From an optimization exercise on the open Yosys and OpenROAD flow, aimed at small area, a short achievable clock period and few clock cycles per item; shortcuts taken in it are not production practice. In this exercise RTL edits were held to simulation tests only and were not proved equivalent to the original.

==> flow/design.v <==
package rsti_pkg;
    localparam int MAX_DIGITS = 16;
    localparam int IDX_W      = 4;
    localparam int CNT_W      = 5;
    localparam int VAL_W      = 64;
    localparam int LO_W       = 32;
    localparam int Q_DEPTH    = 2;
    localparam int Q_PTR_W    = 1;
    localparam int Q_CNT_W    = 2;
    localparam logic [7:0] CH_MINUS = 8'h2D;
    localparam logic [7:0] CH_PLUS  = 8'h2B;
    localparam logic [7:0] CH_SPACE = 8'h20;
    localparam logic [7:0] CH_LF    = 8'h0A;
    localparam logic [7:0] CH_TAB   = 8'h09;
    localparam logic [7:0] CH_CR    = 8'h0D;
    localparam logic [7:0] CH_VT    = 8'h0B;
    localparam logic [7:0] CH_FF    = 8'h0C;
    localparam logic [7:0] CH_NUL   = 8'h00;
    localparam logic [1:0] REG_RADIX       = 2'd0;
    localparam logic [1:0] REG_DIGIT_COUNT = 2'd1;
    localparam logic [1:0] REG_DIGITS_LOW  = 2'd2;
    localparam logic [1:0] REG_DIGITS_HIGH = 2'd3;
    localparam logic [4:0]  RST_RADIX       = 5'd10;
    localparam logic [4:0]  RST_DIGIT_COUNT = 5'd10;
    localparam logic [63:0] RST_DIGITS_LOW  = 64'h3736_3534_3332_3130;
    localparam logic [63:0] RST_DIGITS_HIGH = 64'h0000_0000_0000_3938;
    typedef enum logic [1:0] {
        PH_WS   = 2'd0,
        PH_SIGN = 2'd1,
        PH_DIG  = 2'd2,
        PH_DONE = 2'd3
    } t_phase;
    typedef struct packed {
        logic             first;
        logic             space;
        logic             minus;
        logic             plus;
        logic             hit;
        logic [3:0]       idx;
    } t_tok;
    function automatic logic [7:0] booth(input logic [4:0] r);
        logic one0, two0, neg0, one1, two1, neg1, one2, two2;
        one0 = r[0];
        two0 = r[1] && !r[0];
        neg0 = r[1];
        one1 = r[1] ^ r[2];
        two1 = (r[3:1] == 3'b011) || (r[3:1] == 3'b100);
        neg1 = r[3] && !(r[2] && r[1]);
        one2 = r[3] ^ r[4];
        two2 = r[3] && r[4];
        booth = {two2, one2, neg1, two1, one1, neg0, two0, one0};
    endfunction
endpackage
module rsti_front (
    input  logic                        i_clk,
    input  logic                        i_rst_n,
    input  logic                        i_valid,
    output logic                        o_ready,
    input  logic [7:0]                  i_ch,
    input  logic                        i_first,
    input  logic [rsti_pkg::CNT_W-1:0]  i_digit_count,
    input  logic [2*rsti_pkg::VAL_W-1:0] i_alphabet,
    output logic                        o_qvalid,
    output rsti_pkg::t_tok              o_qtok,
    input  logic                        i_qpop
);
    rsti_pkg::t_tok                     w_tok;
    rsti_pkg::t_tok                     r_tok;
    logic                               r_tvalid;
    logic [7:0]                         w_entry;
    logic                               w_big;
    logic                               w_nul;
    always_comb begin
        w_big       = i_digit_count[4];
        w_nul       = (i_ch == rsti_pkg::CH_NUL);
        w_tok.first = i_first;
        w_tok.space = (i_ch == rsti_pkg::CH_SPACE) || (i_ch == rsti_pkg::CH_LF) ||
                      (i_ch == rsti_pkg::CH_TAB) || (i_ch == rsti_pkg::CH_CR) ||
                      (i_ch == rsti_pkg::CH_VT) || (i_ch == rsti_pkg::CH_FF);
        w_tok.minus = (i_ch == rsti_pkg::CH_MINUS);
        w_tok.plus  = (i_ch == rsti_pkg::CH_PLUS);
        w_tok.hit   = 1'b0;
        w_tok.idx   = '0;
        w_entry     = '0;
        for (int k = rsti_pkg::MAX_DIGITS - 1; k >= 0; k--) begin
            w_entry = i_alphabet[8*k +: 8];
            if ((w_big || (4'(k) < i_digit_count[3:0])) && !w_nul && (w_entry == i_ch)) begin
                w_tok.hit = 1'b1;
                w_tok.idx = rsti_pkg::IDX_W'(k);
            end
        end
    end
    assign o_ready  = i_qpop;
    assign o_qvalid = r_tvalid;
    assign o_qtok   = r_tok;
    always_ff @(posedge i_clk) begin
        if (i_qpop) begin
            r_tok <= w_tok;
        end
    end
    always_ff @(posedge i_clk) begin
        if (!i_rst_n) begin
            r_tvalid <= 1'b0;
        end else if (i_qpop) begin
            r_tvalid <= i_valid;
        end
    end
endmodule
module rsti_back (
    input  logic                          i_clk,
    input  logic                          i_rst_n,
    input  logic                          i_qvalid,
    input  rsti_pkg::t_tok                i_qtok,
    output logic                          o_qpop,
    input  logic [7:0]                    i_booth,
    input  logic [4:0]                    i_rm1,
    output logic                          o_valid,
    input  logic                          i_ready,
    output logic signed [rsti_pkg::VAL_W-1:0] o_value
);
    localparam int LO_W = rsti_pkg::LO_W;
    localparam int HI_W = rsti_pkg::VAL_W - LO_W;
    rsti_pkg::t_phase               r_phase;
    rsti_pkg::t_phase               n_phase;
    rsti_pkg::t_phase               w_ph;
    logic                           r_par;
    logic                           n_par;
    logic                           w_par;
    logic [LO_W-1:0]                r_lo;
    logic [HI_W-1:0]                r_hi;
    logic [LO_W-1:0]                w_lo_mac;
    logic                           w_lo_c;
    logic [4:0]                     w_lo_ca;
    logic [4:0]                     w_lo_cb;
    logic [4:0]                     w_carry;
    logic [HI_W-1:0]                w_hi_mac;
    logic [5:0]                     w_f;
    logic [LO_W-1:0]                w_lo_ld;
    logic [HI_W-1:0]                w_hi_ld;
    logic [4:0]                     r_ca;
    logic [4:0]                     r_cb;
    logic                           r_c;
    logic                           r_hmac;
    logic                           r_oval;
    logic                           w_run;
    logic                           w_pop;
    logic                           w_pre;
    logic                           w_emit;
    logic                           w_dig;
    logic                           w_rz;
    logic                           w_mac;
    logic                           w_load;
    logic                           w_lo_load;
    logic                           w_lo_step;
    logic                           w_lo_keep;
    logic                           w_hi_step;
    logic                           w_hi_keep;
    logic [LO_W-1:0]                w_lo_next;
    logic [HI_W-1:0]                w_hi_next;
    assign w_run   = !r_oval || i_ready;
    assign w_pop   = i_qvalid && w_run;
    assign o_qpop  = w_run;
    assign o_valid = r_oval;
    assign o_value = {r_hi, r_lo} ^ {rsti_pkg::VAL_W{r_par}};
    always_comb begin
        w_ph   = i_qtok.first ? rsti_pkg::PH_WS : r_phase;
        w_par  = i_qtok.first ? 1'b0 : r_par;
        w_pre  = (w_ph == rsti_pkg::PH_WS) || (w_ph == rsti_pkg::PH_SIGN);
        w_emit = 1'b0;
        w_dig  = 1'b0;
        n_phase = w_ph;
        n_par   = w_par;
        if (w_ph == rsti_pkg::PH_DONE) begin
            n_phase = rsti_pkg::PH_DONE;
        end else if ((w_ph == rsti_pkg::PH_WS) && i_qtok.space) begin
            n_phase = rsti_pkg::PH_WS;
        end else if (w_pre && i_qtok.minus) begin
            n_phase = rsti_pkg::PH_SIGN;
            n_par   = ~w_par;
        end else if (w_pre && i_qtok.plus) begin
            n_phase = rsti_pkg::PH_SIGN;
        end else if (i_qtok.hit) begin
            w_dig   = 1'b1;
            n_phase = rsti_pkg::PH_DIG;
        end else begin
            w_emit  = 1'b1;
            n_phase = rsti_pkg::PH_DONE;
        end
    end
    always_comb begin
        w_rz    = !(i_booth[0] || i_booth[1] || i_booth[3] || i_booth[4] ||
                    i_booth[6] || i_booth[7]);
        w_mac   = w_dig && !i_qtok.first && !w_rz;
        w_load  = i_qtok.first || (w_pre && i_qtok.minus) || (w_dig && w_rz);
        w_f     = 6'(i_qtok.idx) + (r_par ? 6'(i_rm1) : 6'd0);
        if (w_dig) begin
            w_lo_ld = w_par ? {{(LO_W-4){i_qtok.idx == '0}}, i_qtok.idx - 4'd1}
                            : LO_W'(i_qtok.idx);
            w_hi_ld = {HI_W{w_par && (i_qtok.idx == '0)}};
        end else begin
            w_lo_ld = {LO_W{n_par}};
            w_hi_ld = {HI_W{n_par}};
        end
    end
    rsti_mac_lo u_mac_lo (
        .i_v (r_lo),
        .i_b (i_booth),
        .i_f (w_f),
        .o_y (w_lo_mac),
        .o_c (w_lo_c),
        .o_ca (w_lo_ca),
        .o_cb (w_lo_cb)
    );
    assign w_carry = r_ca + r_cb + 5'(r_c);
    rsti_mac_hi u_mac_hi (
        .i_v (r_hi),
        .i_b (i_booth),
        .i_c (w_carry),
        .o_y (w_hi_mac)
    );
    always_comb begin
        w_lo_load = w_pop && w_load;
        w_lo_step = w_pop && w_mac;
        w_lo_keep = !(w_lo_load || w_lo_step);
        w_hi_step = r_hmac && !w_lo_load;
        w_hi_keep = !(w_lo_load || w_hi_step);
        w_lo_next = ({LO_W{w_lo_load}} & w_lo_ld) | ({LO_W{w_lo_step}} & w_lo_mac) |
                    ({LO_W{w_lo_keep}} & r_lo);
        w_hi_next = ({HI_W{w_lo_load}} & w_hi_ld) | ({HI_W{w_hi_step}} & w_hi_mac) |
                    ({HI_W{w_hi_keep}} & r_hi);
    end
    always_ff @(posedge i_clk) begin
        r_lo <= w_lo_next;
        r_hi <= w_hi_next;
        r_ca <= w_lo_ca;
        r_cb <= w_lo_cb;
        r_c  <= w_lo_c;
    end
    always_ff @(posedge i_clk) begin
        if (!i_rst_n) begin
            r_phase <= rsti_pkg::PH_DONE;
            r_par   <= 1'b0;
            r_oval  <= 1'b0;
            r_hmac  <= 1'b0;
        end else begin
            if (w_pop && w_emit) begin
                r_oval <= 1'b1;
            end else if (i_ready) begin
                r_oval <= 1'b0;
            end
            if (w_pop) begin
                r_phase <= n_phase;
                r_par   <= n_par;
            end
            r_hmac <= w_pop && w_mac;
        end
    end
endmodule
module rsti_mac_lo (
    input  logic [31:0] i_v,
    input  logic [7:0] i_b,
    input  logic [5:0] i_f,
    output logic [31:0] o_y,
    output logic o_c,
    output logic [4:0] o_ca,
    output logic [4:0] o_cb
);
    logic t0;
    logic t1;
    logic t2;
    logic t3;
    logic t4;
    logic t5;
    logic t6;
    logic t7;
    logic t8;
    logic t9;
    logic t10;
    logic t11;
    logic t12;
    logic t13;
    logic t14;
    logic t15;
    logic t16;
    logic t17;
    logic t18;
    logic t19;
    logic t20;
    logic t21;
    logic t22;
    logic t23;
    logic t24;
    logic t25;
    logic t26;
    logic t27;
    logic t28;
    logic t29;
    logic t30;
    logic t31;
    logic t32;
    logic t33;
    logic t34;
    logic t35;
    logic t36;
    logic t37;
    logic t38;
    logic t39;
    logic t40;
    logic t41;
    logic t42;
    logic t43;
    logic t44;
    logic t45;
    logic t46;
    logic t47;
    logic t48;
    logic t49;
    logic t50;
    logic t51;
    logic t52;
    logic t53;
    logic t54;
    logic t55;
    logic t56;
    logic t57;
    logic t58;
    logic t59;
    logic t60;
    logic t61;
    logic t62;
    logic t63;
    logic t64;
    logic t65;
    logic t66;
    logic t67;
    logic t68;
    logic t69;
    logic t70;
    logic t71;
    logic t72;
    logic t73;
    logic t74;
    logic t75;
    logic t76;
    logic t77;
    logic t78;
    logic t79;
    logic t80;
    logic t81;
    logic t82;
    logic t83;
    logic t84;
    logic t85;
    logic t86;
    logic t87;
    logic t88;
    logic t89;
    logic t90;
    logic t91;
    logic t92;
    logic t93;
    logic t94;
    logic t95;
    logic t96;
    logic t97;
    logic t98;
    logic t99;
    logic t100;
    logic t101;
    logic t102;
    logic t103;
    logic t104;
    logic t105;
    logic t106;
    logic t107;
    logic t108;
    logic t109;
    logic t110;
    logic t111;
    logic t112;
    logic t113;
    logic t114;
    logic t115;
    logic t116;
    logic t117;
    logic t118;
    logic t119;
    logic t120;
    logic t121;
    logic t122;
    logic t123;
    logic t124;
    logic t125;
    logic t126;
    logic t127;
    logic t128;
    logic t129;
    logic t130;
    logic t131;
    logic t132;
    logic t133;
    logic t134;
    logic t135;
    logic t136;
    logic t137;
    logic t138;
    logic t139;
    logic t140;
    logic t141;
    logic t142;
    logic t143;
    logic t144;
    logic t145;
    logic t146;
    logic t147;
    logic t148;
    logic t149;
    logic t150;
    logic t151;
    logic t152;
    logic t153;
    logic t154;
    logic t155;
    logic t156;
    logic t157;
    logic t158;
    logic t159;
    logic t160;
    logic t161;
    logic t162;
    logic t163;
    logic t164;
    logic t165;
    logic t166;
    logic t167;
    logic t168;
    logic t169;
    logic t170;
    logic t171;
    logic t172;
    logic t173;
    logic t174;
    logic t175;
    logic t176;
    logic t177;
    logic t178;
    logic t179;
    logic t180;
    logic t181;
    logic t182;
    logic t183;
    logic t184;
    logic t185;
    logic t186;
    logic t187;
    logic t188;
    logic t189;
    logic t190;
    logic t191;
    logic t192;
    logic t193;
    logic t194;
    logic t195;
    logic t196;
    logic t197;
    logic t198;
    logic t199;
    logic t200;
    logic t201;
    logic t202;
    logic t203;
    logic t204;
    logic t205;
    logic t206;
    logic t207;
    logic t208;
    logic t209;
    logic t210;
    logic t211;
    logic t212;
    logic t213;
    logic t214;
    logic t215;
    logic t216;
    logic t217;
    logic t218;
    logic t219;
    logic t220;
    logic t221;
    logic t222;
    logic t223;
    logic t224;
    logic t225;
    logic t226;
    logic t227;
    logic t228;
    logic t229;
    logic t230;
    logic t231;
    logic t232;
    logic t233;
    logic t234;
    logic t235;
    logic t236;
    logic t237;
    logic t238;
    logic t239;
    logic t240;
    logic t241;
    logic t242;
    assign t0 = ((i_b[0] & i_v[0])) ^ i_b[2];
    assign t1 = ((i_b[0] & i_v[1]) | (i_b[1] & i_v[0])) ^ i_b[2];
    assign t2 = ((i_b[0] & i_v[2]) | (i_b[1] & i_v[1])) ^ i_b[2];
    assign t3 = ((i_b[0] & i_v[3]) | (i_b[1] & i_v[2])) ^ i_b[2];
    assign t4 = ((i_b[0] & i_v[4]) | (i_b[1] & i_v[3])) ^ i_b[2];
    assign t5 = ((i_b[0] & i_v[5]) | (i_b[1] & i_v[4])) ^ i_b[2];
    assign t6 = ((i_b[0] & i_v[6]) | (i_b[1] & i_v[5])) ^ i_b[2];
    assign t7 = ((i_b[0] & i_v[7]) | (i_b[1] & i_v[6])) ^ i_b[2];
    assign t8 = ((i_b[0] & i_v[8]) | (i_b[1] & i_v[7])) ^ i_b[2];
    assign t9 = ((i_b[0] & i_v[9]) | (i_b[1] & i_v[8])) ^ i_b[2];
    assign t10 = ((i_b[0] & i_v[10]) | (i_b[1] & i_v[9])) ^ i_b[2];
    assign t11 = ((i_b[0] & i_v[11]) | (i_b[1] & i_v[10])) ^ i_b[2];
    assign t12 = ((i_b[0] & i_v[12]) | (i_b[1] & i_v[11])) ^ i_b[2];
    assign t13 = ((i_b[0] & i_v[13]) | (i_b[1] & i_v[12])) ^ i_b[2];
    assign t14 = ((i_b[0] & i_v[14]) | (i_b[1] & i_v[13])) ^ i_b[2];
    assign t15 = ((i_b[0] & i_v[15]) | (i_b[1] & i_v[14])) ^ i_b[2];
    assign t16 = ((i_b[0] & i_v[16]) | (i_b[1] & i_v[15])) ^ i_b[2];
    assign t17 = ((i_b[0] & i_v[17]) | (i_b[1] & i_v[16])) ^ i_b[2];
    assign t18 = ((i_b[0] & i_v[18]) | (i_b[1] & i_v[17])) ^ i_b[2];
    assign t19 = ((i_b[0] & i_v[19]) | (i_b[1] & i_v[18])) ^ i_b[2];
    assign t20 = ((i_b[0] & i_v[20]) | (i_b[1] & i_v[19])) ^ i_b[2];
    assign t21 = ((i_b[0] & i_v[21]) | (i_b[1] & i_v[20])) ^ i_b[2];
    assign t22 = ((i_b[0] & i_v[22]) | (i_b[1] & i_v[21])) ^ i_b[2];
    assign t23 = ((i_b[0] & i_v[23]) | (i_b[1] & i_v[22])) ^ i_b[2];
    assign t24 = ((i_b[0] & i_v[24]) | (i_b[1] & i_v[23])) ^ i_b[2];
    assign t25 = ((i_b[0] & i_v[25]) | (i_b[1] & i_v[24])) ^ i_b[2];
    assign t26 = ((i_b[0] & i_v[26]) | (i_b[1] & i_v[25])) ^ i_b[2];
    assign t27 = ((i_b[0] & i_v[27]) | (i_b[1] & i_v[26])) ^ i_b[2];
    assign t28 = ((i_b[0] & i_v[28]) | (i_b[1] & i_v[27])) ^ i_b[2];
    assign t29 = ((i_b[0] & i_v[29]) | (i_b[1] & i_v[28])) ^ i_b[2];
    assign t30 = ((i_b[0] & i_v[30]) | (i_b[1] & i_v[29])) ^ i_b[2];
    assign t31 = ((i_b[0] & i_v[31]) | (i_b[1] & i_v[30])) ^ i_b[2];
    assign t32 = ((i_b[1] & i_v[31])) ^ i_b[2];
    assign t33 = ((i_b[3] & i_v[0])) ^ i_b[5];
    assign t34 = ((i_b[3] & i_v[1]) | (i_b[4] & i_v[0])) ^ i_b[5];
    assign t35 = ((i_b[3] & i_v[2]) | (i_b[4] & i_v[1])) ^ i_b[5];
    assign t36 = ((i_b[3] & i_v[3]) | (i_b[4] & i_v[2])) ^ i_b[5];
    assign t37 = ((i_b[3] & i_v[4]) | (i_b[4] & i_v[3])) ^ i_b[5];
    assign t38 = ((i_b[3] & i_v[5]) | (i_b[4] & i_v[4])) ^ i_b[5];
    assign t39 = ((i_b[3] & i_v[6]) | (i_b[4] & i_v[5])) ^ i_b[5];
    assign t40 = ((i_b[3] & i_v[7]) | (i_b[4] & i_v[6])) ^ i_b[5];
    assign t41 = ((i_b[3] & i_v[8]) | (i_b[4] & i_v[7])) ^ i_b[5];
    assign t42 = ((i_b[3] & i_v[9]) | (i_b[4] & i_v[8])) ^ i_b[5];
    assign t43 = ((i_b[3] & i_v[10]) | (i_b[4] & i_v[9])) ^ i_b[5];
    assign t44 = ((i_b[3] & i_v[11]) | (i_b[4] & i_v[10])) ^ i_b[5];
    assign t45 = ((i_b[3] & i_v[12]) | (i_b[4] & i_v[11])) ^ i_b[5];
    assign t46 = ((i_b[3] & i_v[13]) | (i_b[4] & i_v[12])) ^ i_b[5];
    assign t47 = ((i_b[3] & i_v[14]) | (i_b[4] & i_v[13])) ^ i_b[5];
    assign t48 = ((i_b[3] & i_v[15]) | (i_b[4] & i_v[14])) ^ i_b[5];
    assign t49 = ((i_b[3] & i_v[16]) | (i_b[4] & i_v[15])) ^ i_b[5];
    assign t50 = ((i_b[3] & i_v[17]) | (i_b[4] & i_v[16])) ^ i_b[5];
    assign t51 = ((i_b[3] & i_v[18]) | (i_b[4] & i_v[17])) ^ i_b[5];
    assign t52 = ((i_b[3] & i_v[19]) | (i_b[4] & i_v[18])) ^ i_b[5];
    assign t53 = ((i_b[3] & i_v[20]) | (i_b[4] & i_v[19])) ^ i_b[5];
    assign t54 = ((i_b[3] & i_v[21]) | (i_b[4] & i_v[20])) ^ i_b[5];
    assign t55 = ((i_b[3] & i_v[22]) | (i_b[4] & i_v[21])) ^ i_b[5];
    assign t56 = ((i_b[3] & i_v[23]) | (i_b[4] & i_v[22])) ^ i_b[5];
    assign t57 = ((i_b[3] & i_v[24]) | (i_b[4] & i_v[23])) ^ i_b[5];
    assign t58 = ((i_b[3] & i_v[25]) | (i_b[4] & i_v[24])) ^ i_b[5];
    assign t59 = ((i_b[3] & i_v[26]) | (i_b[4] & i_v[25])) ^ i_b[5];
    assign t60 = ((i_b[3] & i_v[27]) | (i_b[4] & i_v[26])) ^ i_b[5];
    assign t61 = ((i_b[3] & i_v[28]) | (i_b[4] & i_v[27])) ^ i_b[5];
    assign t62 = ((i_b[3] & i_v[29]) | (i_b[4] & i_v[28])) ^ i_b[5];
    assign t63 = ((i_b[3] & i_v[30]) | (i_b[4] & i_v[29])) ^ i_b[5];
    assign t64 = ((i_b[3] & i_v[31]) | (i_b[4] & i_v[30])) ^ i_b[5];
    assign t65 = ((i_b[4] & i_v[31])) ^ i_b[5];
    assign t66 = (i_b[6] & i_v[0]);
    assign t67 = (i_b[6] & i_v[1]) | (i_b[7] & i_v[0]);
    assign t68 = (i_b[6] & i_v[2]) | (i_b[7] & i_v[1]);
    assign t69 = (i_b[6] & i_v[3]) | (i_b[7] & i_v[2]);
    assign t70 = (i_b[6] & i_v[4]) | (i_b[7] & i_v[3]);
    assign t71 = (i_b[6] & i_v[5]) | (i_b[7] & i_v[4]);
    assign t72 = (i_b[6] & i_v[6]) | (i_b[7] & i_v[5]);
    assign t73 = (i_b[6] & i_v[7]) | (i_b[7] & i_v[6]);
    assign t74 = (i_b[6] & i_v[8]) | (i_b[7] & i_v[7]);
    assign t75 = (i_b[6] & i_v[9]) | (i_b[7] & i_v[8]);
    assign t76 = (i_b[6] & i_v[10]) | (i_b[7] & i_v[9]);
    assign t77 = (i_b[6] & i_v[11]) | (i_b[7] & i_v[10]);
    assign t78 = (i_b[6] & i_v[12]) | (i_b[7] & i_v[11]);
    assign t79 = (i_b[6] & i_v[13]) | (i_b[7] & i_v[12]);
    assign t80 = (i_b[6] & i_v[14]) | (i_b[7] & i_v[13]);
    assign t81 = (i_b[6] & i_v[15]) | (i_b[7] & i_v[14]);
    assign t82 = (i_b[6] & i_v[16]) | (i_b[7] & i_v[15]);
    assign t83 = (i_b[6] & i_v[17]) | (i_b[7] & i_v[16]);
    assign t84 = (i_b[6] & i_v[18]) | (i_b[7] & i_v[17]);
    assign t85 = (i_b[6] & i_v[19]) | (i_b[7] & i_v[18]);
    assign t86 = (i_b[6] & i_v[20]) | (i_b[7] & i_v[19]);
    assign t87 = (i_b[6] & i_v[21]) | (i_b[7] & i_v[20]);
    assign t88 = (i_b[6] & i_v[22]) | (i_b[7] & i_v[21]);
    assign t89 = (i_b[6] & i_v[23]) | (i_b[7] & i_v[22]);
    assign t90 = (i_b[6] & i_v[24]) | (i_b[7] & i_v[23]);
    assign t91 = (i_b[6] & i_v[25]) | (i_b[7] & i_v[24]);
    assign t92 = (i_b[6] & i_v[26]) | (i_b[7] & i_v[25]);
    assign t93 = (i_b[6] & i_v[27]) | (i_b[7] & i_v[26]);
    assign t94 = (i_b[6] & i_v[28]) | (i_b[7] & i_v[27]);
    assign t95 = (i_b[6] & i_v[29]) | (i_b[7] & i_v[28]);
    assign t96 = (i_b[6] & i_v[30]) | (i_b[7] & i_v[29]);
    assign t97 = (i_b[6] & i_v[31]) | (i_b[7] & i_v[30]);
    assign t98 = (i_b[7] & i_v[31]);
    assign t99 = t2 ^ t33;
    assign t100 = t2 & t33;
    assign t101 = t3 ^ t34;
    assign t102 = t3 & t34;
    assign t103 = t4 ^ t35 ^ t66;
    assign t104 = (t4 & t35) | (t4 & t66) | (t35 & t66);
    assign t105 = t5 ^ t36 ^ t67;
    assign t106 = (t5 & t36) | (t5 & t67) | (t36 & t67);
    assign t107 = t6 ^ t37;
    assign t108 = t6 & t37;
    assign t109 = t7 ^ t38;
    assign t110 = t7 & t38;
    assign t111 = t8 ^ t39;
    assign t112 = t8 & t39;
    assign t113 = t9 ^ t40;
    assign t114 = t9 & t40;
    assign t115 = t10 ^ t41;
    assign t116 = t10 & t41;
    assign t117 = t11 ^ t42;
    assign t118 = t11 & t42;
    assign t119 = t12 ^ t43;
    assign t120 = t12 & t43;
    assign t121 = t13 ^ t44;
    assign t122 = t13 & t44;
    assign t123 = t14 ^ t45;
    assign t124 = t14 & t45;
    assign t125 = t15 ^ t46;
    assign t126 = t15 & t46;
    assign t127 = t16 ^ t47;
    assign t128 = t16 & t47;
    assign t129 = t17 ^ t48;
    assign t130 = t17 & t48;
    assign t131 = t18 ^ t49;
    assign t132 = t18 & t49;
    assign t133 = t19 ^ t50;
    assign t134 = t19 & t50;
    assign t135 = t20 ^ t51;
    assign t136 = t20 & t51;
    assign t137 = t21 ^ t52;
    assign t138 = t21 & t52;
    assign t139 = t22 ^ t53;
    assign t140 = t22 & t53;
    assign t141 = t23 ^ t54;
    assign t142 = t23 & t54;
    assign t143 = t24 ^ t55;
    assign t144 = t24 & t55;
    assign t145 = t25 ^ t56;
    assign t146 = t25 & t56;
    assign t147 = t26 ^ t57;
    assign t148 = t26 & t57;
    assign t149 = t27 ^ t58;
    assign t150 = t27 & t58;
    assign t151 = t28 ^ t59;
    assign t152 = t28 & t59;
    assign t153 = t29 ^ t60;
    assign t154 = t29 & t60;
    assign t155 = t30 ^ t61;
    assign t156 = t30 & t61;
    assign t157 = t31 ^ t62;
    assign t158 = t31 & t62;
    assign t159 = t32 ^ t63;
    assign t160 = t32 & t63;
    assign t161 = i_b[2] ^ t64;
    assign t162 = i_b[2] & t64;
    assign t163 = i_b[2] ^ t65;
    assign t164 = i_b[2] & t65;
    assign t165 = i_b[2] ^ i_b[5];
    assign t166 = i_b[2] & i_b[5];
    assign t167 = i_b[2] ^ i_b[5];
    assign t168 = i_b[2] & i_b[5];
    assign t169 = t0 ^ i_b[2];
    assign t170 = t0 & i_b[2];
    assign t171 = t1 ^ i_f[1];
    assign t172 = t1 & i_f[1];
    assign t173 = t99 ^ i_b[5] ^ i_f[2];
    assign t174 = (t99 & i_b[5]) | (t99 & i_f[2]) | (i_b[5] & i_f[2]);
    assign t175 = t100 ^ t101 ^ i_f[3];
    assign t176 = (t100 & t101) | (t100 & i_f[3]) | (t101 & i_f[3]);
    assign t177 = t102 ^ t103 ^ i_f[4];
    assign t178 = (t102 & t103) | (t102 & i_f[4]) | (t103 & i_f[4]);
    assign t179 = t104 ^ t105 ^ i_f[5];
    assign t180 = (t104 & t105) | (t104 & i_f[5]) | (t105 & i_f[5]);
    assign t181 = t106 ^ t107 ^ t68;
    assign t182 = (t106 & t107) | (t106 & t68) | (t107 & t68);
    assign t183 = t108 ^ t109 ^ t69;
    assign t184 = (t108 & t109) | (t108 & t69) | (t109 & t69);
    assign t185 = t110 ^ t111 ^ t70;
    assign t186 = (t110 & t111) | (t110 & t70) | (t111 & t70);
    assign t187 = t112 ^ t113 ^ t71;
    assign t188 = (t112 & t113) | (t112 & t71) | (t113 & t71);
    assign t189 = t114 ^ t115 ^ t72;
    assign t190 = (t114 & t115) | (t114 & t72) | (t115 & t72);
    assign t191 = t116 ^ t117 ^ t73;
    assign t192 = (t116 & t117) | (t116 & t73) | (t117 & t73);
    assign t193 = t118 ^ t119 ^ t74;
    assign t194 = (t118 & t119) | (t118 & t74) | (t119 & t74);
    assign t195 = t120 ^ t121 ^ t75;
    assign t196 = (t120 & t121) | (t120 & t75) | (t121 & t75);
    assign t197 = t122 ^ t123 ^ t76;
    assign t198 = (t122 & t123) | (t122 & t76) | (t123 & t76);
    assign t199 = t124 ^ t125 ^ t77;
    assign t200 = (t124 & t125) | (t124 & t77) | (t125 & t77);
    assign t201 = t126 ^ t127 ^ t78;
    assign t202 = (t126 & t127) | (t126 & t78) | (t127 & t78);
    assign t203 = t128 ^ t129 ^ t79;
    assign t204 = (t128 & t129) | (t128 & t79) | (t129 & t79);
    assign t205 = t130 ^ t131 ^ t80;
    assign t206 = (t130 & t131) | (t130 & t80) | (t131 & t80);
    assign t207 = t132 ^ t133 ^ t81;
    assign t208 = (t132 & t133) | (t132 & t81) | (t133 & t81);
    assign t209 = t134 ^ t135 ^ t82;
    assign t210 = (t134 & t135) | (t134 & t82) | (t135 & t82);
    assign t211 = t136 ^ t137 ^ t83;
    assign t212 = (t136 & t137) | (t136 & t83) | (t137 & t83);
    assign t213 = t138 ^ t139 ^ t84;
    assign t214 = (t138 & t139) | (t138 & t84) | (t139 & t84);
    assign t215 = t140 ^ t141 ^ t85;
    assign t216 = (t140 & t141) | (t140 & t85) | (t141 & t85);
    assign t217 = t142 ^ t143 ^ t86;
    assign t218 = (t142 & t143) | (t142 & t86) | (t143 & t86);
    assign t219 = t144 ^ t145 ^ t87;
    assign t220 = (t144 & t145) | (t144 & t87) | (t145 & t87);
    assign t221 = t146 ^ t147 ^ t88;
    assign t222 = (t146 & t147) | (t146 & t88) | (t147 & t88);
    assign t223 = t148 ^ t149 ^ t89;
    assign t224 = (t148 & t149) | (t148 & t89) | (t149 & t89);
    assign t225 = t150 ^ t151 ^ t90;
    assign t226 = (t150 & t151) | (t150 & t90) | (t151 & t90);
    assign t227 = t152 ^ t153 ^ t91;
    assign t228 = (t152 & t153) | (t152 & t91) | (t153 & t91);
    assign t229 = t154 ^ t155 ^ t92;
    assign t230 = (t154 & t155) | (t154 & t92) | (t155 & t92);
    assign t231 = t156 ^ t157 ^ t93;
    assign t232 = (t156 & t157) | (t156 & t93) | (t157 & t93);
    assign t233 = t158 ^ t159 ^ t94;
    assign t234 = (t158 & t159) | (t158 & t94) | (t159 & t94);
    assign t235 = t160 ^ t161 ^ t95;
    assign t236 = (t160 & t161) | (t160 & t95) | (t161 & t95);
    assign t237 = t162 ^ t163 ^ t96;
    assign t238 = (t162 & t163) | (t162 & t96) | (t163 & t96);
    assign t239 = t164 ^ t165 ^ t97;
    assign t240 = (t164 & t165) | (t164 & t97) | (t165 & t97);
    assign t241 = t166 ^ t167 ^ t98;
    assign t242 = (t166 & t167) | (t166 & t98) | (t167 & t98);
    assign {o_c, o_y} = {1'b0, t230, t228, t226, t224, t222, t220, t218, t216, t214, t212, t210, t208, t206, t204, t202, t200, t198, t196, t194, t192, t190, t188, t186, t184, t182, t180, t178, t176, t174, t172, t170, t169} + {1'b0, t231, t229, t227, t225, t223, t221, t219, t217, t215, t213, t211, t209, t207, t205, t203, t201, t199, t197, t195, t193, t191, t189, t187, t185, t183, t181, t179, t177, t175, t173, t171, i_f[0]};
    assign o_ca = {t240, t238, t236, t234, t232};
    assign o_cb = {t241, t239, t237, t235, t233};
endmodule
module rsti_mac_hi (
    input  logic [31:0] i_v,
    input  logic [7:0] i_b,
    input  logic [4:0] i_c,
    output logic [31:0] o_y
);
    logic t0;
    logic t1;
    logic t2;
    logic t3;
    logic t4;
    logic t5;
    logic t6;
    logic t7;
    logic t8;
    logic t9;
    logic t10;
    logic t11;
    logic t12;
    logic t13;
    logic t14;
    logic t15;
    logic t16;
    logic t17;
    logic t18;
    logic t19;
    logic t20;
    logic t21;
    logic t22;
    logic t23;
    logic t24;
    logic t25;
    logic t26;
    logic t27;
    logic t28;
    logic t29;
    logic t30;
    logic t31;
    logic t32;
    logic t33;
    logic t34;
    logic t35;
    logic t36;
    logic t37;
    logic t38;
    logic t39;
    logic t40;
    logic t41;
    logic t42;
    logic t43;
    logic t44;
    logic t45;
    logic t46;
    logic t47;
    logic t48;
    logic t49;
    logic t50;
    logic t51;
    logic t52;
    logic t53;
    logic t54;
    logic t55;
    logic t56;
    logic t57;
    logic t58;
    logic t59;
    logic t60;
    logic t61;
    logic t62;
    logic t63;
    logic t64;
    logic t65;
    logic t66;
    logic t67;
    logic t68;
    logic t69;
    logic t70;
    logic t71;
    logic t72;
    logic t73;
    logic t74;
    logic t75;
    logic t76;
    logic t77;
    logic t78;
    logic t79;
    logic t80;
    logic t81;
    logic t82;
    logic t83;
    logic t84;
    logic t85;
    logic t86;
    logic t87;
    logic t88;
    logic t89;
    logic t90;
    logic t91;
    logic t92;
    logic t93;
    logic t94;
    logic t95;
    logic t96;
    logic t97;
    logic t98;
    logic t99;
    logic t100;
    logic t101;
    logic t102;
    logic t103;
    logic t104;
    logic t105;
    logic t106;
    logic t107;
    logic t108;
    logic t109;
    logic t110;
    logic t111;
    logic t112;
    logic t113;
    logic t114;
    logic t115;
    logic t116;
    logic t117;
    logic t118;
    logic t119;
    logic t120;
    logic t121;
    logic t122;
    logic t123;
    logic t124;
    logic t125;
    logic t126;
    logic t127;
    logic t128;
    logic t129;
    logic t130;
    logic t131;
    logic t132;
    logic t133;
    logic t134;
    logic t135;
    logic t136;
    logic t137;
    logic t138;
    logic t139;
    logic t140;
    logic t141;
    logic t142;
    logic t143;
    logic t144;
    logic t145;
    logic t146;
    logic t147;
    logic t148;
    logic t149;
    logic t150;
    logic t151;
    logic t152;
    logic t153;
    logic t154;
    logic t155;
    logic t156;
    logic t157;
    logic t158;
    logic t159;
    logic t160;
    logic t161;
    logic t162;
    logic t163;
    logic t164;
    logic t165;
    logic t166;
    logic t167;
    logic t168;
    logic t169;
    logic t170;
    logic t171;
    logic t172;
    logic t173;
    logic t174;
    logic t175;
    logic t176;
    logic t177;
    logic t178;
    logic t179;
    logic t180;
    logic t181;
    logic t182;
    logic t183;
    logic t184;
    logic t185;
    logic t186;
    logic t187;
    logic t188;
    logic t189;
    logic t190;
    logic t191;
    logic t192;
    logic t193;
    logic t194;
    logic t195;
    logic t196;
    logic t197;
    logic t198;
    logic t199;
    logic t200;
    logic t201;
    logic t202;
    logic t203;
    logic t204;
    logic t205;
    logic t206;
    logic t207;
    logic t208;
    logic t209;
    logic t210;
    logic t211;
    logic t212;
    logic t213;
    assign t0 = ((i_b[0] & i_v[0])) ^ i_b[2];
    assign t1 = ((i_b[0] & i_v[1]) | (i_b[1] & i_v[0])) ^ i_b[2];
    assign t2 = ((i_b[0] & i_v[2]) | (i_b[1] & i_v[1])) ^ i_b[2];
    assign t3 = ((i_b[0] & i_v[3]) | (i_b[1] & i_v[2])) ^ i_b[2];
    assign t4 = ((i_b[0] & i_v[4]) | (i_b[1] & i_v[3])) ^ i_b[2];
    assign t5 = ((i_b[0] & i_v[5]) | (i_b[1] & i_v[4])) ^ i_b[2];
    assign t6 = ((i_b[0] & i_v[6]) | (i_b[1] & i_v[5])) ^ i_b[2];
    assign t7 = ((i_b[0] & i_v[7]) | (i_b[1] & i_v[6])) ^ i_b[2];
    assign t8 = ((i_b[0] & i_v[8]) | (i_b[1] & i_v[7])) ^ i_b[2];
    assign t9 = ((i_b[0] & i_v[9]) | (i_b[1] & i_v[8])) ^ i_b[2];
    assign t10 = ((i_b[0] & i_v[10]) | (i_b[1] & i_v[9])) ^ i_b[2];
    assign t11 = ((i_b[0] & i_v[11]) | (i_b[1] & i_v[10])) ^ i_b[2];
    assign t12 = ((i_b[0] & i_v[12]) | (i_b[1] & i_v[11])) ^ i_b[2];
    assign t13 = ((i_b[0] & i_v[13]) | (i_b[1] & i_v[12])) ^ i_b[2];
    assign t14 = ((i_b[0] & i_v[14]) | (i_b[1] & i_v[13])) ^ i_b[2];
    assign t15 = ((i_b[0] & i_v[15]) | (i_b[1] & i_v[14])) ^ i_b[2];
    assign t16 = ((i_b[0] & i_v[16]) | (i_b[1] & i_v[15])) ^ i_b[2];
    assign t17 = ((i_b[0] & i_v[17]) | (i_b[1] & i_v[16])) ^ i_b[2];
    assign t18 = ((i_b[0] & i_v[18]) | (i_b[1] & i_v[17])) ^ i_b[2];
    assign t19 = ((i_b[0] & i_v[19]) | (i_b[1] & i_v[18])) ^ i_b[2];
    assign t20 = ((i_b[0] & i_v[20]) | (i_b[1] & i_v[19])) ^ i_b[2];
    assign t21 = ((i_b[0] & i_v[21]) | (i_b[1] & i_v[20])) ^ i_b[2];
    assign t22 = ((i_b[0] & i_v[22]) | (i_b[1] & i_v[21])) ^ i_b[2];
    assign t23 = ((i_b[0] & i_v[23]) | (i_b[1] & i_v[22])) ^ i_b[2];
    assign t24 = ((i_b[0] & i_v[24]) | (i_b[1] & i_v[23])) ^ i_b[2];
    assign t25 = ((i_b[0] & i_v[25]) | (i_b[1] & i_v[24])) ^ i_b[2];
    assign t26 = ((i_b[0] & i_v[26]) | (i_b[1] & i_v[25])) ^ i_b[2];
    assign t27 = ((i_b[0] & i_v[27]) | (i_b[1] & i_v[26])) ^ i_b[2];
    assign t28 = ((i_b[0] & i_v[28]) | (i_b[1] & i_v[27])) ^ i_b[2];
    assign t29 = ((i_b[0] & i_v[29]) | (i_b[1] & i_v[28])) ^ i_b[2];
    assign t30 = ((i_b[0] & i_v[30]) | (i_b[1] & i_v[29])) ^ i_b[2];
    assign t31 = ((i_b[0] & i_v[31]) | (i_b[1] & i_v[30])) ^ i_b[2];
    assign t32 = ((i_b[3] & i_v[0])) ^ i_b[5];
    assign t33 = ((i_b[3] & i_v[1]) | (i_b[4] & i_v[0])) ^ i_b[5];
    assign t34 = ((i_b[3] & i_v[2]) | (i_b[4] & i_v[1])) ^ i_b[5];
    assign t35 = ((i_b[3] & i_v[3]) | (i_b[4] & i_v[2])) ^ i_b[5];
    assign t36 = ((i_b[3] & i_v[4]) | (i_b[4] & i_v[3])) ^ i_b[5];
    assign t37 = ((i_b[3] & i_v[5]) | (i_b[4] & i_v[4])) ^ i_b[5];
    assign t38 = ((i_b[3] & i_v[6]) | (i_b[4] & i_v[5])) ^ i_b[5];
    assign t39 = ((i_b[3] & i_v[7]) | (i_b[4] & i_v[6])) ^ i_b[5];
    assign t40 = ((i_b[3] & i_v[8]) | (i_b[4] & i_v[7])) ^ i_b[5];
    assign t41 = ((i_b[3] & i_v[9]) | (i_b[4] & i_v[8])) ^ i_b[5];
    assign t42 = ((i_b[3] & i_v[10]) | (i_b[4] & i_v[9])) ^ i_b[5];
    assign t43 = ((i_b[3] & i_v[11]) | (i_b[4] & i_v[10])) ^ i_b[5];
    assign t44 = ((i_b[3] & i_v[12]) | (i_b[4] & i_v[11])) ^ i_b[5];
    assign t45 = ((i_b[3] & i_v[13]) | (i_b[4] & i_v[12])) ^ i_b[5];
    assign t46 = ((i_b[3] & i_v[14]) | (i_b[4] & i_v[13])) ^ i_b[5];
    assign t47 = ((i_b[3] & i_v[15]) | (i_b[4] & i_v[14])) ^ i_b[5];
    assign t48 = ((i_b[3] & i_v[16]) | (i_b[4] & i_v[15])) ^ i_b[5];
    assign t49 = ((i_b[3] & i_v[17]) | (i_b[4] & i_v[16])) ^ i_b[5];
    assign t50 = ((i_b[3] & i_v[18]) | (i_b[4] & i_v[17])) ^ i_b[5];
    assign t51 = ((i_b[3] & i_v[19]) | (i_b[4] & i_v[18])) ^ i_b[5];
    assign t52 = ((i_b[3] & i_v[20]) | (i_b[4] & i_v[19])) ^ i_b[5];
    assign t53 = ((i_b[3] & i_v[21]) | (i_b[4] & i_v[20])) ^ i_b[5];
    assign t54 = ((i_b[3] & i_v[22]) | (i_b[4] & i_v[21])) ^ i_b[5];
    assign t55 = ((i_b[3] & i_v[23]) | (i_b[4] & i_v[22])) ^ i_b[5];
    assign t56 = ((i_b[3] & i_v[24]) | (i_b[4] & i_v[23])) ^ i_b[5];
    assign t57 = ((i_b[3] & i_v[25]) | (i_b[4] & i_v[24])) ^ i_b[5];
    assign t58 = ((i_b[3] & i_v[26]) | (i_b[4] & i_v[25])) ^ i_b[5];
    assign t59 = ((i_b[3] & i_v[27]) | (i_b[4] & i_v[26])) ^ i_b[5];
    assign t60 = ((i_b[3] & i_v[28]) | (i_b[4] & i_v[27])) ^ i_b[5];
    assign t61 = ((i_b[3] & i_v[29]) | (i_b[4] & i_v[28])) ^ i_b[5];
    assign t62 = (i_b[6] & i_v[0]);
    assign t63 = (i_b[6] & i_v[1]) | (i_b[7] & i_v[0]);
    assign t64 = (i_b[6] & i_v[2]) | (i_b[7] & i_v[1]);
    assign t65 = (i_b[6] & i_v[3]) | (i_b[7] & i_v[2]);
    assign t66 = (i_b[6] & i_v[4]) | (i_b[7] & i_v[3]);
    assign t67 = (i_b[6] & i_v[5]) | (i_b[7] & i_v[4]);
    assign t68 = (i_b[6] & i_v[6]) | (i_b[7] & i_v[5]);
    assign t69 = (i_b[6] & i_v[7]) | (i_b[7] & i_v[6]);
    assign t70 = (i_b[6] & i_v[8]) | (i_b[7] & i_v[7]);
    assign t71 = (i_b[6] & i_v[9]) | (i_b[7] & i_v[8]);
    assign t72 = (i_b[6] & i_v[10]) | (i_b[7] & i_v[9]);
    assign t73 = (i_b[6] & i_v[11]) | (i_b[7] & i_v[10]);
    assign t74 = (i_b[6] & i_v[12]) | (i_b[7] & i_v[11]);
    assign t75 = (i_b[6] & i_v[13]) | (i_b[7] & i_v[12]);
    assign t76 = (i_b[6] & i_v[14]) | (i_b[7] & i_v[13]);
    assign t77 = (i_b[6] & i_v[15]) | (i_b[7] & i_v[14]);
    assign t78 = (i_b[6] & i_v[16]) | (i_b[7] & i_v[15]);
    assign t79 = (i_b[6] & i_v[17]) | (i_b[7] & i_v[16]);
    assign t80 = (i_b[6] & i_v[18]) | (i_b[7] & i_v[17]);
    assign t81 = (i_b[6] & i_v[19]) | (i_b[7] & i_v[18]);
    assign t82 = (i_b[6] & i_v[20]) | (i_b[7] & i_v[19]);
    assign t83 = (i_b[6] & i_v[21]) | (i_b[7] & i_v[20]);
    assign t84 = (i_b[6] & i_v[22]) | (i_b[7] & i_v[21]);
    assign t85 = (i_b[6] & i_v[23]) | (i_b[7] & i_v[22]);
    assign t86 = (i_b[6] & i_v[24]) | (i_b[7] & i_v[23]);
    assign t87 = (i_b[6] & i_v[25]) | (i_b[7] & i_v[24]);
    assign t88 = (i_b[6] & i_v[26]) | (i_b[7] & i_v[25]);
    assign t89 = (i_b[6] & i_v[27]) | (i_b[7] & i_v[26]);
    assign t90 = t2 ^ t32;
    assign t91 = t2 & t32;
    assign t92 = t3 ^ t33;
    assign t93 = t3 & t33;
    assign t94 = t4 ^ t34 ^ t62;
    assign t95 = (t4 & t34) | (t4 & t62) | (t34 & t62);
    assign t96 = t5 ^ t35;
    assign t97 = t5 & t35;
    assign t98 = t6 ^ t36;
    assign t99 = t6 & t36;
    assign t100 = t7 ^ t37;
    assign t101 = t7 & t37;
    assign t102 = t8 ^ t38;
    assign t103 = t8 & t38;
    assign t104 = t9 ^ t39;
    assign t105 = t9 & t39;
    assign t106 = t10 ^ t40;
    assign t107 = t10 & t40;
    assign t108 = t11 ^ t41;
    assign t109 = t11 & t41;
    assign t110 = t12 ^ t42;
    assign t111 = t12 & t42;
    assign t112 = t13 ^ t43;
    assign t113 = t13 & t43;
    assign t114 = t14 ^ t44;
    assign t115 = t14 & t44;
    assign t116 = t15 ^ t45;
    assign t117 = t15 & t45;
    assign t118 = t16 ^ t46;
    assign t119 = t16 & t46;
    assign t120 = t17 ^ t47;
    assign t121 = t17 & t47;
    assign t122 = t18 ^ t48;
    assign t123 = t18 & t48;
    assign t124 = t19 ^ t49;
    assign t125 = t19 & t49;
    assign t126 = t20 ^ t50;
    assign t127 = t20 & t50;
    assign t128 = t21 ^ t51;
    assign t129 = t21 & t51;
    assign t130 = t22 ^ t52;
    assign t131 = t22 & t52;
    assign t132 = t23 ^ t53;
    assign t133 = t23 & t53;
    assign t134 = t24 ^ t54;
    assign t135 = t24 & t54;
    assign t136 = t25 ^ t55;
    assign t137 = t25 & t55;
    assign t138 = t26 ^ t56;
    assign t139 = t26 & t56;
    assign t140 = t27 ^ t57;
    assign t141 = t27 & t57;
    assign t142 = t28 ^ t58;
    assign t143 = t28 & t58;
    assign t144 = t29 ^ t59;
    assign t145 = t29 & t59;
    assign t146 = t30 ^ t60;
    assign t147 = t30 & t60;
    assign t148 = t31 ^ t61;
    assign t149 = t31 & t61;
    assign t150 = t0 ^ i_b[2];
    assign t151 = t0 & i_b[2];
    assign t152 = t1 ^ i_c[1];
    assign t153 = t1 & i_c[1];
    assign t154 = t90 ^ i_b[5] ^ i_c[2];
    assign t155 = (t90 & i_b[5]) | (t90 & i_c[2]) | (i_b[5] & i_c[2]);
    assign t156 = t91 ^ t92 ^ i_c[3];
    assign t157 = (t91 & t92) | (t91 & i_c[3]) | (t92 & i_c[3]);
    assign t158 = t93 ^ t94 ^ i_c[4];
    assign t159 = (t93 & t94) | (t93 & i_c[4]) | (t94 & i_c[4]);
    assign t160 = t95 ^ t96 ^ t63;
    assign t161 = (t95 & t96) | (t95 & t63) | (t96 & t63);
    assign t162 = t97 ^ t98 ^ t64;
    assign t163 = (t97 & t98) | (t97 & t64) | (t98 & t64);
    assign t164 = t99 ^ t100 ^ t65;
    assign t165 = (t99 & t100) | (t99 & t65) | (t100 & t65);
    assign t166 = t101 ^ t102 ^ t66;
    assign t167 = (t101 & t102) | (t101 & t66) | (t102 & t66);
    assign t168 = t103 ^ t104 ^ t67;
    assign t169 = (t103 & t104) | (t103 & t67) | (t104 & t67);
    assign t170 = t105 ^ t106 ^ t68;
    assign t171 = (t105 & t106) | (t105 & t68) | (t106 & t68);
    assign t172 = t107 ^ t108 ^ t69;
    assign t173 = (t107 & t108) | (t107 & t69) | (t108 & t69);
    assign t174 = t109 ^ t110 ^ t70;
    assign t175 = (t109 & t110) | (t109 & t70) | (t110 & t70);
    assign t176 = t111 ^ t112 ^ t71;
    assign t177 = (t111 & t112) | (t111 & t71) | (t112 & t71);
    assign t178 = t113 ^ t114 ^ t72;
    assign t179 = (t113 & t114) | (t113 & t72) | (t114 & t72);
    assign t180 = t115 ^ t116 ^ t73;
    assign t181 = (t115 & t116) | (t115 & t73) | (t116 & t73);
    assign t182 = t117 ^ t118 ^ t74;
    assign t183 = (t117 & t118) | (t117 & t74) | (t118 & t74);
    assign t184 = t119 ^ t120 ^ t75;
    assign t185 = (t119 & t120) | (t119 & t75) | (t120 & t75);
    assign t186 = t121 ^ t122 ^ t76;
    assign t187 = (t121 & t122) | (t121 & t76) | (t122 & t76);
    assign t188 = t123 ^ t124 ^ t77;
    assign t189 = (t123 & t124) | (t123 & t77) | (t124 & t77);
    assign t190 = t125 ^ t126 ^ t78;
    assign t191 = (t125 & t126) | (t125 & t78) | (t126 & t78);
    assign t192 = t127 ^ t128 ^ t79;
    assign t193 = (t127 & t128) | (t127 & t79) | (t128 & t79);
    assign t194 = t129 ^ t130 ^ t80;
    assign t195 = (t129 & t130) | (t129 & t80) | (t130 & t80);
    assign t196 = t131 ^ t132 ^ t81;
    assign t197 = (t131 & t132) | (t131 & t81) | (t132 & t81);
    assign t198 = t133 ^ t134 ^ t82;
    assign t199 = (t133 & t134) | (t133 & t82) | (t134 & t82);
    assign t200 = t135 ^ t136 ^ t83;
    assign t201 = (t135 & t136) | (t135 & t83) | (t136 & t83);
    assign t202 = t137 ^ t138 ^ t84;
    assign t203 = (t137 & t138) | (t137 & t84) | (t138 & t84);
    assign t204 = t139 ^ t140 ^ t85;
    assign t205 = (t139 & t140) | (t139 & t85) | (t140 & t85);
    assign t206 = t141 ^ t142 ^ t86;
    assign t207 = (t141 & t142) | (t141 & t86) | (t142 & t86);
    assign t208 = t143 ^ t144 ^ t87;
    assign t209 = (t143 & t144) | (t143 & t87) | (t144 & t87);
    assign t210 = t145 ^ t146 ^ t88;
    assign t211 = (t145 & t146) | (t145 & t88) | (t146 & t88);
    assign t212 = t147 ^ t148 ^ t89;
    assign t213 = (t147 & t148) | (t147 & t89) | (t148 & t89);
    assign o_y = {t211, t209, t207, t205, t203, t201, t199, t197, t195, t193, t191, t189, t187, t185, t183, t181, t179, t177, t175, t173, t171, t169, t167, t165, t163, t161, t159, t157, t155, t153, t151, t150} + {t212, t210, t208, t206, t204, t202, t200, t198, t196, t194, t192, t190, t188, t186, t184, t182, t180, t178, t176, t174, t172, t170, t168, t166, t164, t162, t160, t158, t156, t154, t152, i_c[0]};
endmodule
module radix_string_to_integer_unit (
    input  logic                              i_clk,
    input  logic                              i_rst_n,
    input  logic                              i_valid,
    output logic                              o_ready,
    input  logic [7:0]                        i_ch,
    input  logic                              i_first,
    output logic                              o_valid,
    input  logic                              i_ready,
    output logic signed [rsti_pkg::VAL_W-1:0] o_value,
    input  logic                              i_cfg_we,
    input  logic [1:0]                        i_cfg_idx,
    input  logic [rsti_pkg::VAL_W-1:0]        i_cfg_data
);
    logic [7:0]                  r_booth;
    logic [4:0]                  r_rm1;
    logic [rsti_pkg::CNT_W-1:0]  r_digit_count;
    logic [rsti_pkg::VAL_W-1:0]  r_digits_low;
    logic [rsti_pkg::VAL_W-1:0]  r_digits_high;
    logic                        w_qvalid;
    rsti_pkg::t_tok              w_qtok;
    logic                        w_qpop;
    always_ff @(posedge i_clk) begin
        if (!i_rst_n) begin
            r_booth       <= rsti_pkg::booth(rsti_pkg::RST_RADIX);
            r_rm1         <= rsti_pkg::RST_RADIX - 5'd1;
            r_digit_count <= rsti_pkg::RST_DIGIT_COUNT;
            r_digits_low  <= rsti_pkg::RST_DIGITS_LOW;
            r_digits_high <= rsti_pkg::RST_DIGITS_HIGH;
        end else if (i_cfg_we) begin
            case (i_cfg_idx)
                rsti_pkg::REG_RADIX: begin
                    r_booth <= rsti_pkg::booth(i_cfg_data[4:0]);
                    r_rm1   <= i_cfg_data[4:0] - 5'd1;
                end
                rsti_pkg::REG_DIGIT_COUNT: r_digit_count <= i_cfg_data[4:0];
                rsti_pkg::REG_DIGITS_LOW:  r_digits_low  <= i_cfg_data;
                rsti_pkg::REG_DIGITS_HIGH: r_digits_high <= i_cfg_data;
                default: begin
                end
            endcase
        end
    end
    rsti_front u_front (
        .i_clk         (i_clk),
        .i_rst_n       (i_rst_n),
        .i_valid       (i_valid),
        .o_ready       (o_ready),
        .i_ch          (i_ch),
        .i_first       (i_first),
        .i_digit_count (r_digit_count),
        .i_alphabet    ({r_digits_high, r_digits_low}),
        .o_qvalid      (w_qvalid),
        .o_qtok        (w_qtok),
        .i_qpop        (w_qpop)
    );
    rsti_back u_back (
        .i_clk    (i_clk),
        .i_rst_n  (i_rst_n),
        .i_qvalid (w_qvalid),
        .i_qtok   (w_qtok),
        .o_qpop   (w_qpop),
        .i_booth  (r_booth),
        .i_rm1    (r_rm1),
        .o_valid  (o_valid),
        .i_ready  (i_ready),
        .o_value  (o_value)
    );
endmodule
==> flow/flow/run.sh <==
#!/bin/bash
# Own flow: the standard layout (standard.sh, unchanged synthesis), with
# two changes: every input and output port still gets its own buffer, but a
# plain sky130_fd_sc_hd__buf_1 rather than the delay cell buffer_ports picks
# by itself; and clock tree synthesis adds no dummy loads. standard.sh's
# output goes to standard.log; each ORFS step keeps its own log under
# orfs/logs/.
set -euo pipefail
bash standard.sh "BUFFER_PORTS_ARGS=-buffer_cell sky130_fd_sc_hd__buf_1" \
  "CTS_ARGS=-sink_clustering_enable -repair_clock_nets -dont_use_dummy_load" \
  finish > standard.log 2>&1
==> flow/standard.sh <==
#!/bin/bash
# synth_recipe.tcl (not shown) runs the flow's synth.tcl, then flattens the netlist and writes it again
# the make line also repeats each setting of config.mk as NAME=value (left out here)
make -C /OpenROAD-flow-scripts/flow DESIGN_CONFIG=/design/flow/config.mk WORK_HOME=/design/flow/orfs CLKGATE_MAP_FILE= SYNTH_SCRIPT=/design/flow/synth_recipe.tcl "${@:-finish}"
==> flow/config.mk <==
export PLATFORM = sky130hd
export DESIGN_NAME = radix_string_to_integer_unit
export DESIGN_NICKNAME = radix_string_to_integer_unit
export VERILOG_FILES = /design/flow/design.v
export SDC_FILE = /design/flow/constraint.sdc
export NUM_CORES = 4
export LEC_CHECK = 0
export ABC_AREA = 1
export CAP_MARGIN = 20
export CORE_MARGIN = 2
export CORE_UTILIZATION = 55
export PLACE_DENSITY = 0.7
export SETUP_SLACK_MARGIN = 2.6
export SLEW_MARGIN = 20
==> flow/constraint.sdc <==
create_clock -name core_clock -period 6.5 [get_ports {i_clk}]
set_input_delay 1.3000 -clock core_clock [delete_from_list [all_inputs] [get_ports {i_clk}]]
set_output_delay 1.3000 -clock core_clock [all_outputs]
set_load 0.01 [all_outputs]
==> results.ini, run 1 <==
[clocking]
numCtsBuffers = 28
root_buffer = clkbuf_16
insertion_delay_ns = 0.59
cts.sinks = 236
htreeDepth = 1
cts_tree = done
cts.reportedPaths.clkPinSlew_ns = 0.06
clock_path_buffers = 3
hold_buffers = 0

[run_status]
run_status = timing/DRC/antenna clean

[floorplan]
ios = 146
fp.dieW_um = 191.6
initial_core_util_pct = 55.88
rows = 68
die_area_um2 = 36700
die_h_um = 191.6
core_um2 = 34630

[routing]
ant_nets = 0
post-route-drc-count = 0
dr.pass1.iters = 8
num_vias = 19034
wl_met1_um = 25490
first_iter_violations = 1737
totalWireLength_um = 61820
wl_per_cell_um = 19.44
viasPerCell = 5.986
dr_wl_met3_um = 4746
wl_met2_um = 29510
highest_layer = met4

[grt]
grt_pass1_vias = 18005
grt_pass1_wl_um = 94300
grt_max_degree = 90
track_usage_pct = 32.07
antenna_found_initial = 0
globalRouteOverflowTotal = 0

[place]
globalplace.congestion = 0.9328
portBuffers = 145
dpl.hpwl_um = 40930

[min_path]
hp-class = register to register
holdPathStages = 1

[timing]
relSlewSlack_pct = 31.96
final_hold_viol_count = 0
finalCriticalPeriod_ns = 3.993
finalSetupViolations = 0
finalSetupTns_ns = 0
grt_setup_unrepaired = true
report.final.slew_viol_count = 0
fmax_ghz = 0.2505
post-route-period-util_pct = 61.43
final.setup_skew_ns = 0.07556
worst_pin_slew_ns = 1.013

[logic_synthesis]
synth_edf_count = 9
async_flop_share_pct = 0
ys_seq_area_share_pct = 24.88
syn_avg_cell_area_um2 = 7.442
synth_area_um2 = 19350
ys.flop_type = dfxtp_1
synth_cell_types = 58
synth_cells = 2600
ys_seq_elements = 236
yosysWarnings = 3
synthesis.nets = 2889

[cells_and_area]
diodes = 0
layout.nets = 3016
areaGrowthSynthToFinish_pct = 15.01
drive_above_1_share_pct = 11.12
fillers = 3102

[worst_setup_path]
crit_type = register to register
worst_setup_path_start_kind = register
reg2reg_depth = 24
path_max_fanout = 5
arrival_ns = 4.36
worstPathRequired_ns = 6.87
end_kind = register

[job]
max-cap-violations = 0

==> kinds of logic (layout without fill, tap and decap cells) <==
group,count (synthesis),after routing,synth area share (%)
buffers and inverters,425,550,8.652
AND/OR/NAND/NOR,761,761,16.72
adder cells (fa/ha/maj),210,210,16.28
flip-flops,236,236,24.88
XOR/XNOR,281,281,12.72
AO/OA/AOI/OAI,687,687,20.74
==> per-stage QoR <==
stage	hold WS, ns	utilization, %	setup slack (ns)	instances	area [um^2]
6_report	0.4440	64.27	2.507	3180	22250
5_1_grt	0.4744	64.27	2.315	3180	22250
4_1_cts	0.4557	61.55	2.601	3143	21310
3_5_place_dp	0.4415	58.06	1.744	3091	20110
3_3_place_gp	0.4370	58.06	1.848	3091	20110
2_1_floorplan	0.4265	-	2.608	2600	19360
==> layout make-up <==
| type | instances | area, um^2 | share of cell area [%] |
|---|---|---|---|
| Inverter | 292 | 1179 | 5.296 |
| Timing Repair inverter | 8 | 85.08 | 0.3823 |
| Tap cell | 455 | 569.3 | 2.558 |
| Multi-Input combinational cell | 1939 | 13540 | 60.82 |
| Timing Repair Buffer | 222 | 1335 | 5.999 |
| Sequential cell | 236 | 4850 | 21.79 |
| Clock buffer | 28 | 700.7 | 3.149 |
==> worst max-delay path, stage by stage, from the launching register on <==
cell      delay, ns
edfxtp_1       0.39
ha_2           0.21
inv_2          0.04
fa_2           0.41
o21ai_2        0.19
xor2_2         0.10
fa_1           0.56
inv_2          0.05
ha_4           0.29
nand2_1        0.09
nor2_2         0.17
a21oi_2        0.08
or2_4          0.28
nand2_4        0.07
nand2_2        0.06
nand2_2        0.09
nand2_2        0.05
inv_2          0.06
nor2_4         0.04
o21bai_4       0.14
nand2_1        0.09
nand2_1        0.07
nand2_1        0.05
nand3_1        0.08
nand3_1        0.08
==> cell usage after synthesis, drive strengths merged (4+ instances only) <==
cell | count | area [um^2]
nand2 | 395 | 1498
inv | 287 | 1080
xor2 | 254 | 2225
dfxtp | 227 | 4544
a21oi | 195 | 975.9
o21ai | 195 | 983.4
nor2 | 185 | 706.9
o22ai | 180 | 1126
ha | 139 | 1739
clkbuf | 89 | 334.1
nand3 | 80 | 410.4
fa | 70 | 1401
o211ai | 46 | 345.3
buf | 44 | 241.5
nand4 | 37 | 231.5
nor3 | 28 | 151.4
xnor2 | 27 | 236.5
o221ai | 21 | 183.9
nor4 | 19 | 125.1
a31oi | 13 | 96.34
or2 | 11 | 68.81
edfxtp | 9 | 270.3
o21a | 7 | 52.55
a21o | 5 | 37.54
clkinv | 5 | 18.77
o21bai | 5 | 41.29
a21boi | 4 | 33.78
==> per-layer routing <==
layer | track usage (%) | up-vias
li1 | - | 9085
met5 | 0 | -
met3 | 4.755 | 156
met1 | 41.52 | 8957
met4 | 10.50 | 0
met2 | 54.65 | 836
==> what timing repair did <==
item,4_1_cts,5_1_grt
buffers inserted,21,30
pin swaps,13,43
setup endpoints to repair,54,32
cloned,3,7
gates resized for setup,74,148
==> flip-flops by register name, summed over array words and instances, names as in the netlist <==
name	cells
u_back.r_hi	32
r_rm1	5
r_digit_count	5
u_back.r_hmac	1
u_back.r_ca	5
u_back.r_cb	5
r_booth	8
u_back.r_lo	32
u_back.r_phase	2
u_back.r_c	1
u_back.r_oval	1
u_front.r_tok	9
u_back.r_par	1
u_front.r_tvalid	1
r_digits_high	64
r_digits_low	64
==> cell usage in the layout, fill, tap and decap left out, types with 68 or more instances in the layout <==
master | netlist | layout
nand2_1 | 391 | 361
o22ai_1 | 180 | 169
ha_1 | 139 | 121
inv_1 | 270 | 256
a21oi_1 | 195 | 168
nand3_1 | 78 | 74
xor2_1 | 254 | 248
dfxtp_1 | 227 | 215
fa_1 | 70 | 68
o21ai_0 | 176 | 166
nor2_1 | 182 | 180
buf_1 | 10 | 144
==> final timing paths <==
check | startpoint | to | slack (ns)
hold / removal | r_rm1[0] | r_rm1[0] | 0.44
setup reg to reg | u_front.r_tok[0] | u_back.r_lo[29] | 2.51
setup / recovery | u_front.r_tok[0] | u_back.r_lo[29] | 2.51
hold reg to reg | r_rm1[0] | r_rm1[0] | 0.44
Testbench counts, summed over its fixed seeds: cycles 18,815, items 18,783.
==> run 2: changes to the inputs <==
--- a/flow/config.mk
+++ b/flow/config.mk
@@ -9,6 +9,6 @@
 export CAP_MARGIN = 20
 export CORE_MARGIN = 2
-export CORE_UTILIZATION = 55
-export PLACE_DENSITY = 0.7
+export CORE_UTILIZATION = 70
+export PLACE_DENSITY = 0.85
 export SETUP_SLACK_MARGIN = 2.6
 export SLEW_MARGIN = 20
==> results.ini, run 2 <==
[run_status]
run_status = timing/DRC/antenna clean

[timing]
post-route-period-util_pct = 62.52  ; +1.1 points
timing.hold.ws_ns = 0.4545  ; +0.01045 ns
final.setup_skew_ns = 0.02756  ; -0.04800 ns
finalSetupViolations = 0  ; unchanged
fmax_ghz = 0.2461  ; -1.7%
final_hold_viol_count = 0  ; unchanged
report.final.slew_viol_count = 0  ; unchanged
finalSetupTns_ns = 0  ; unchanged
worst_pin_slew_ns = 1.100  ; +0.08706 ns

[routing]
totalWireLength_um = 65730  ; +6.3%
wl_per_cell_um = 21.49  ; +11%
ant_nets = 0  ; unchanged
dr.pass1.iters = 10  ; +2
viasPerCell = 6.718  ; +12%

[clocking]
hold_buffers = 0  ; unchanged
root_buffer = clkbuf_16
numCtsBuffers = 28  ; unchanged
htreeDepth = 1  ; unchanged
cts.sinks = 236  ; unchanged
cts.reportedPaths.clkPinSlew_ns = 0.07  ; about the same
cts_tree = done
insertion_delay_ns = 0.56  ; -0.03 ns

[grt]
grt_pass1_vias = 19243  ; +6.9%
globalRouteOverflowTotal = 0  ; unchanged
antenna_found_initial = 0  ; unchanged
track_usage_pct = 41.43  ; +9.4 points
grt_pass1_wl_um = 96680  ; +2.5%
grt_max_degree = 100  ; +11%

[worst_setup_path]
crit_type = register to register
rr_startpoint = r_booth[3]
startpoint = r_booth[3]
path_max_fanout = 9  ; +4
worst_setup_path_start_kind = register
worstPathRequired_ns = 6.91  ; +0.04 ns

[logic_synthesis]
yosys.area.top_type = dfxtp_1
netlist.area_leader.share_pct = 23.49  ; unchanged
synth_cells = 2600  ; unchanged
ys.flop_type = dfxtp_1
synth_most_common_cell = nand2_1
synth_area_leaders = dfxtp_1 23%, xor2_1 11%, ha_1 9.0%
synthTopCellsByCount = 391 x nand2_1, 270 x inv_1, 254 x xor2_1, 227 x dfxtp_1, 195 x a21oi_1
synthesis.nets = 2889  ; unchanged
synth_edf_count = 9  ; unchanged
synth_area_um2 = 19350  ; unchanged
synth_compound_area_share_pct = 20.74  ; unchanged
yosysWarnings = 3  ; unchanged
synthAdderAreaFrac_pct = 16.28  ; unchanged

[floorplan]
initial_core_util_pct = 71.60  ; +16 points
die_area_um2 = 28990  ; -21%
die_h_um = 170.3  ; -11%
core_um2 = 27030  ; -22%
rows = 60  ; -12%

[cells_and_area]
final_common_cell = nand2_1
top_regs = r_digits_high x64, r_digits_low x64
diodes = 0  ; unchanged
areaGrowthSynthToFinish_pct = 13.09
fin_area_um2 = 21880  ; -1.7%
fillers = 1810  ; -42%
drive_above_1_share_pct = 9.864  ; -1.3 points
final_core_util_pct = 80.97  ; +17 points
mostFrequentLayoutCells = 367 x nand2_1, 258 x inv_1, 248 x xor2_1, 214 x dfxtp_1, 183 x a21oi_1

[place]
placed_cell_area_um2 = 19950  ; -0.77%
globalplace.congestion = 0.9683  ; +3.8%
dpl.hpwl_um = 39930  ; -2.4%
portBuffers = 145  ; unchanged

[min_path]
hp-class = register to register

[job]
max-cap-violations = 0  ; unchanged

[run 2: critical path, cell delays in order, from the launching register on]
cell       delay, ns
dfxtp_4         0.44
clkinv_16       0.10
o22ai_4         0.19
xor2_2          0.19
fa_1            0.49
fa_1            0.55
ha_4            0.31
nand2_1         0.07
inv_1           0.06
nand2_1         0.05
nand2_1         0.09
a21oi_2         0.05
or2_4           0.27
a31oi_4         0.24
nand2_2         0.10
nand2_2         0.10
nand3_1         0.11
nand2_1         0.20
nand2_1         0.11
nand3_1         0.08
o211ai_1        0.10
[run 2: worst paths after layout]
kind | endpoint | slack (ns) | cells past startpoint
max | u_back.r_lo[31] | 2.44 | 20
min | r_rm1[0] | 0.45 | 1
max reg2reg | u_back.r_lo[31] | 2.44 | 20
min reg2reg | r_rm1[0] | 0.45 | 1
[run 2: kinds of logic (layout without fill, tap and decap cells)]
family                   Yosys count  after routing
flip-flops                       236            236
adder cells (fa/ha/maj)          210            210
XOR/XNOR                         281            281
AO/OA/AOI/OAI                    687            687
buffers and inverters            425            542
AND/OR/NAND/NOR                  761            761
[run 2: metrics by stage]
stage	cells	setup WS, ns
6_report	3058	2.436
5_1_grt	3058	2.308
4_1_cts	3024	2.601
3_5_place_dp	2976	1.775
3_3_place_gp	2976	1.929
2_1_floorplan	2600	2.608
[run 2: area by class of cell]
class | count | area (um^2) | share of cell area, %
Timing Repair inverter | 7 | 71.32 | 0.3259
Timing Repair Buffer | 215 | 1245 | 5.689
Clock buffer | 28 | 700.7 | 3.202
Tap cell | 341 | 426.7 | 1.950
Inverter | 292 | 1191 | 5.443
Multi-Input combinational cell | 1939 | 13400 | 61.22
Sequential cell | 236 | 4851 | 22.17
[run 2: layer usage]
| layer | track usage, % | share of wire [%] | up-vias |
|---|---|---|---|
| li1 | - | - | 9064 |
| met2 | 68.40 | 45 | 1584 |
| met1 | 50.90 | 36 | 9400 |
| met3 | 5.791 | 11 | 497 |
| met4 | 26.61 | 8.0 | 0 |
| met5 | 0 | 0 | - |
[run 2: repair_timing]
item                       4_1_cts  5_1_grt
gates resized for setup         73      109
buffers inserted                16       29
pin swaps                       11       44
gates cloned                     4        5
setup endpoints to repair       54       41
hold endpoints to repair         0        0

==> what the ideal ports hide <==
In the flow no input, the clock included, has a driving cell. The finished layouts below were timed again as built, in two steps.
Step 1 (the two cells are an assumption about what drives the block):
set clk [get_ports {i_clk}]
set_driving_cell -lib_cell sky130_fd_sc_hd__clkbuf_16 $clk
set_driving_cell -lib_cell sky130_fd_sc_hd__buf_2 [delete_from_list [all_inputs] $clk]
Step 2 times the ports against the registers' clock, not the clock port: input delays grow and output delays shrink by t, the midpoint of the rising clock arrivals with the driver on.
Slacks: ideal / step 1 / step 2; pairs: ideal / step 1.
run	t (ns)	setup WS [ns]	pins driven straight from the clock port
run 1	0.604	2.507 / 2.507 / 2.497	1
run 2	0.593	2.436 / 2.436 / 2.287	1
After both steps setup and hold are still met in every run listed. For run 2, which loses most, drivers alone change the setup slack by 0.000 ns; drivers and shift together by -0.149 ns.
